Source: an optimization exercise on an open RTL-to-GDS flow (aim: small area and a short achievable clock period). Production flows keep margins and buffers that such runs may drop. The RTL was checked by simulation tests, not by an equivalence proof against the original design.

==> flow/design.v (excerpt) <==
module fir_filter_top #(
    parameter int DATA_WIDTH = 16                    
) (
    input  logic                               clk,
    input  logic                               rst_n,
    input  logic [DATA_WIDTH-1:0]              data_in,
    input  logic                               data_valid,
    output logic signed [DATA_WIDTH-1:0]       data_out,
    output logic                               data_out_valid,
    input  logic                               coeff_wr,
    input  logic                               coeff_preset,
    input  fir_pkg::fir_shape_e                coeff_preset_sel,
    input  logic [fir_pkg::FIR_ADDR_WIDTH-1:0] coeff_addr,
    input  fir_pkg::fir_coeff_t                coeff_wdata,
    output fir_pkg::fir_coeff_t                coeff_rdata
);
For scale: roughly 5500 cells after synthesis, about 59000 um^2 of cells after synthesis.
export LEC_CHECK = 0
export ABC_AREA = 1
export CAP_MARGIN = 20
export CORE_MARGIN = 2
export CORE_UTILIZATION = 40
export SETUP_SLACK_MARGIN = 3.2
export SLEW_MARGIN = 20
create_clock -name core_clock -period 7.5 [get_ports {clk}]
standard.sh (not shown) runs the stock make flow with config.mk's settings and CLKGATE_MAP_FILE= SYNTH_SCRIPT=/design/flow/synth_recipe.tcl, a recipe that flattens the netlist after the stock synthesis.
==> flow/flow/run.sh <==
#!/bin/bash
# Standard layout, with one netlist pass between synthesis and floorplan:
# flow/fixinv.py flips full adders (FA(~a,~b,~c) = ~FA(a,b,c)) and XOR/XNOR types so that
# fewer inverters sit between the carry-save adder cells. Registers and ports are untouched.
set -euo pipefail
R=orfs/results/${FLOW_PLATFORM}/fir_filter_top/base
bash standard.sh synth > synth.log 2>&1
cp $R/1_2_yosys.v $R/1_2_yosys.std.v
python3 flow/fixinv.py $R/1_2_yosys.std.v $R/1_2_yosys.fix.v > fixinv.log 2>&1
cp $R/1_2_yosys.fix.v $R/1_2_yosys.v
rm -f $R/1_synth.odb $R/1_synth.sdc
bash standard.sh do-1_synth > synth_odb.log 2>&1
bash standard.sh finish > finish.log 2>&1
test -f out/final.def
Other scripts of this flow, unchanged in this note and not shown: flow/flow/fixinv.py
Next try:
--- a/flow/design.v
+++ b/flow/design.v
@@ -6250,58 +6250,45 @@
         r2141 <= s1963;
         r2142 <= k1964;
     end
     always_ff @(posedge clk or negedge rst_n) begin
         if (!rst_n) prod_valid <= 1'b0;
         else        prod_valid <= window_valid;
     end
     logic [34:0] row_a, row_b;
     assign row_a = {1'b1, r2142, s2371, s2341, s2369, k2396, s2395, k2394, s2393, k2392, k2390, k2388, k2386, k2384, k2382, k2380, k2378, k2376, s2375, k2374, s2373, k2346, s2345, s2307, s2343, k2304, s2303, k2240, s2239, k2144, s2143, r1969, r1968, r1967, r1965};
     assign row_b = {1'b0, k2372, 1'b0, k2370, 1'b0, s2339, 1'b0, s2367, 1'b0, s2365, s2391, s2389, s2387, s2385, s2383, s2381, s2379, s2377, 1'b0, s2349, 1'b0, s2347, 1'b0, k2344, 1'b0, s2305, 1'b0, s2241, 1'b0, s2145, 1'b0, r1970, 1'b0, 1'b0, r1966};
     logic [16:0] lo_sum;
     assign lo_sum = {1'b0, row_a[15:0]} + {1'b0, row_b[15:0]};
-    logic [18:0] hi_p_q, hi_g_q;
+    logic [18:0] hi_a_q, hi_b_q;
     logic        lo_c_q;
     always_ff @(posedge clk or negedge rst_n) begin
         if (!rst_n) begin
-            hi_p_q         <= '0;
-            hi_g_q         <= '0;
+            hi_a_q         <= '0;
+            hi_b_q         <= '0;
             lo_c_q         <= 1'b0;
             data_out_valid <= 1'b0;
         end else begin
             data_out_valid <= prod_valid;
             if (prod_valid) begin
-                hi_p_q <= row_a[34:16] ^ row_b[34:16];
-                hi_g_q <= row_a[34:16] & row_b[34:16];
+                hi_a_q <= row_a[34:16];
+                hi_b_q <= row_b[34:16];
                 lo_c_q <= lo_sum[16];
             end
         end
     end
-    logic [19:0] pg_g [0:5];
-    logic [19:0] pg_p [0:5];
-    assign pg_g[0] = {hi_g_q, lo_c_q};
-    assign pg_p[0] = {hi_p_q, 1'b0};
-    for (genvar l = 0; l < 5; l++) begin : g_ks
-        for (genvar i = 0; i < 20; i++) begin : g_bit
-            if (i >= (1 << l)) begin : g_merge
-                assign pg_g[l+1][i] = pg_g[l][i] | (pg_p[l][i] & pg_g[l][i - (1 << l)]);
-                assign pg_p[l+1][i] = pg_p[l][i] & pg_p[l][i - (1 << l)];
-            end else begin : g_pass
-                assign pg_g[l+1][i] = pg_g[l][i];
-                assign pg_p[l+1][i] = pg_p[l][i];
-            end
-        end
-    end
+    logic [19:0] sum_hi2;
     logic [18:0] sum_hi;
-    assign sum_hi = hi_p_q ^ pg_g[5][18:0];
+    assign sum_hi2 = {hi_a_q, lo_c_q} + {hi_b_q, lo_c_q};
+    assign sum_hi  = sum_hi2[19:1];
     always_comb begin
         if (sum_hi[18:15] == 4'b0000 || sum_hi[18:15] == 4'b1111)
             data_out = sum_hi[15:0];
         else if (sum_hi[18])
             data_out = 16'h8000;
         else
             data_out = 16'h7FFF;
     end
 endmodule
 `timescale 1ns/10ps
 module fir_filter_top #(
     parameter int DATA_WIDTH = 16                    
Outcome:
- final cell count barely changes
- critical path depth grows by 7
- first-iteration DRC count grows by 4.9%
- clock skew shrinks by 16 ps
- non-clock buffer count grows by 7
- synthesized area barely changes
- global-route usage grows by 0.17 points
- worst hold slack is about the same
- routed wire length grows by 0.47%

==> re-timing with driven ports <==
The flow's constraints put no driver on any port. The routed layouts listed below were extracted and timed again, unchanged, in two steps. Step 1, drivers: a clkbuf_16 drives clk and a buf_2 each remaining input, both assumed. Step 2 moves the port delays by t, midway between the first and last clock arrival at a register: inputs arrive t later, outputs are due t later. That takes back most of the time a late clock gives input paths. a / b / c = no drivers / after step 1 / after step 2; a / b = the first two.
run	t (ns)	slack for setup (ns)	hold slack, ns	worst register clock-pin slew, ns	worst data-port slew with drivers (ns)
the first run	0.804	3.154 / 3.115 / 2.459	0.348 / 0.348 / 0.348	0.07 / 0.07	0.14
the second run	0.781	3.125 / 3.045 / 2.647	0.351 / 0.351 / 0.351	0.08 / 0.08	0.05
After both steps every run listed still meets setup and hold. The setup slack of the first run, which loses most, moves by -0.039 ns with the drivers and by -0.695 ns with both steps.
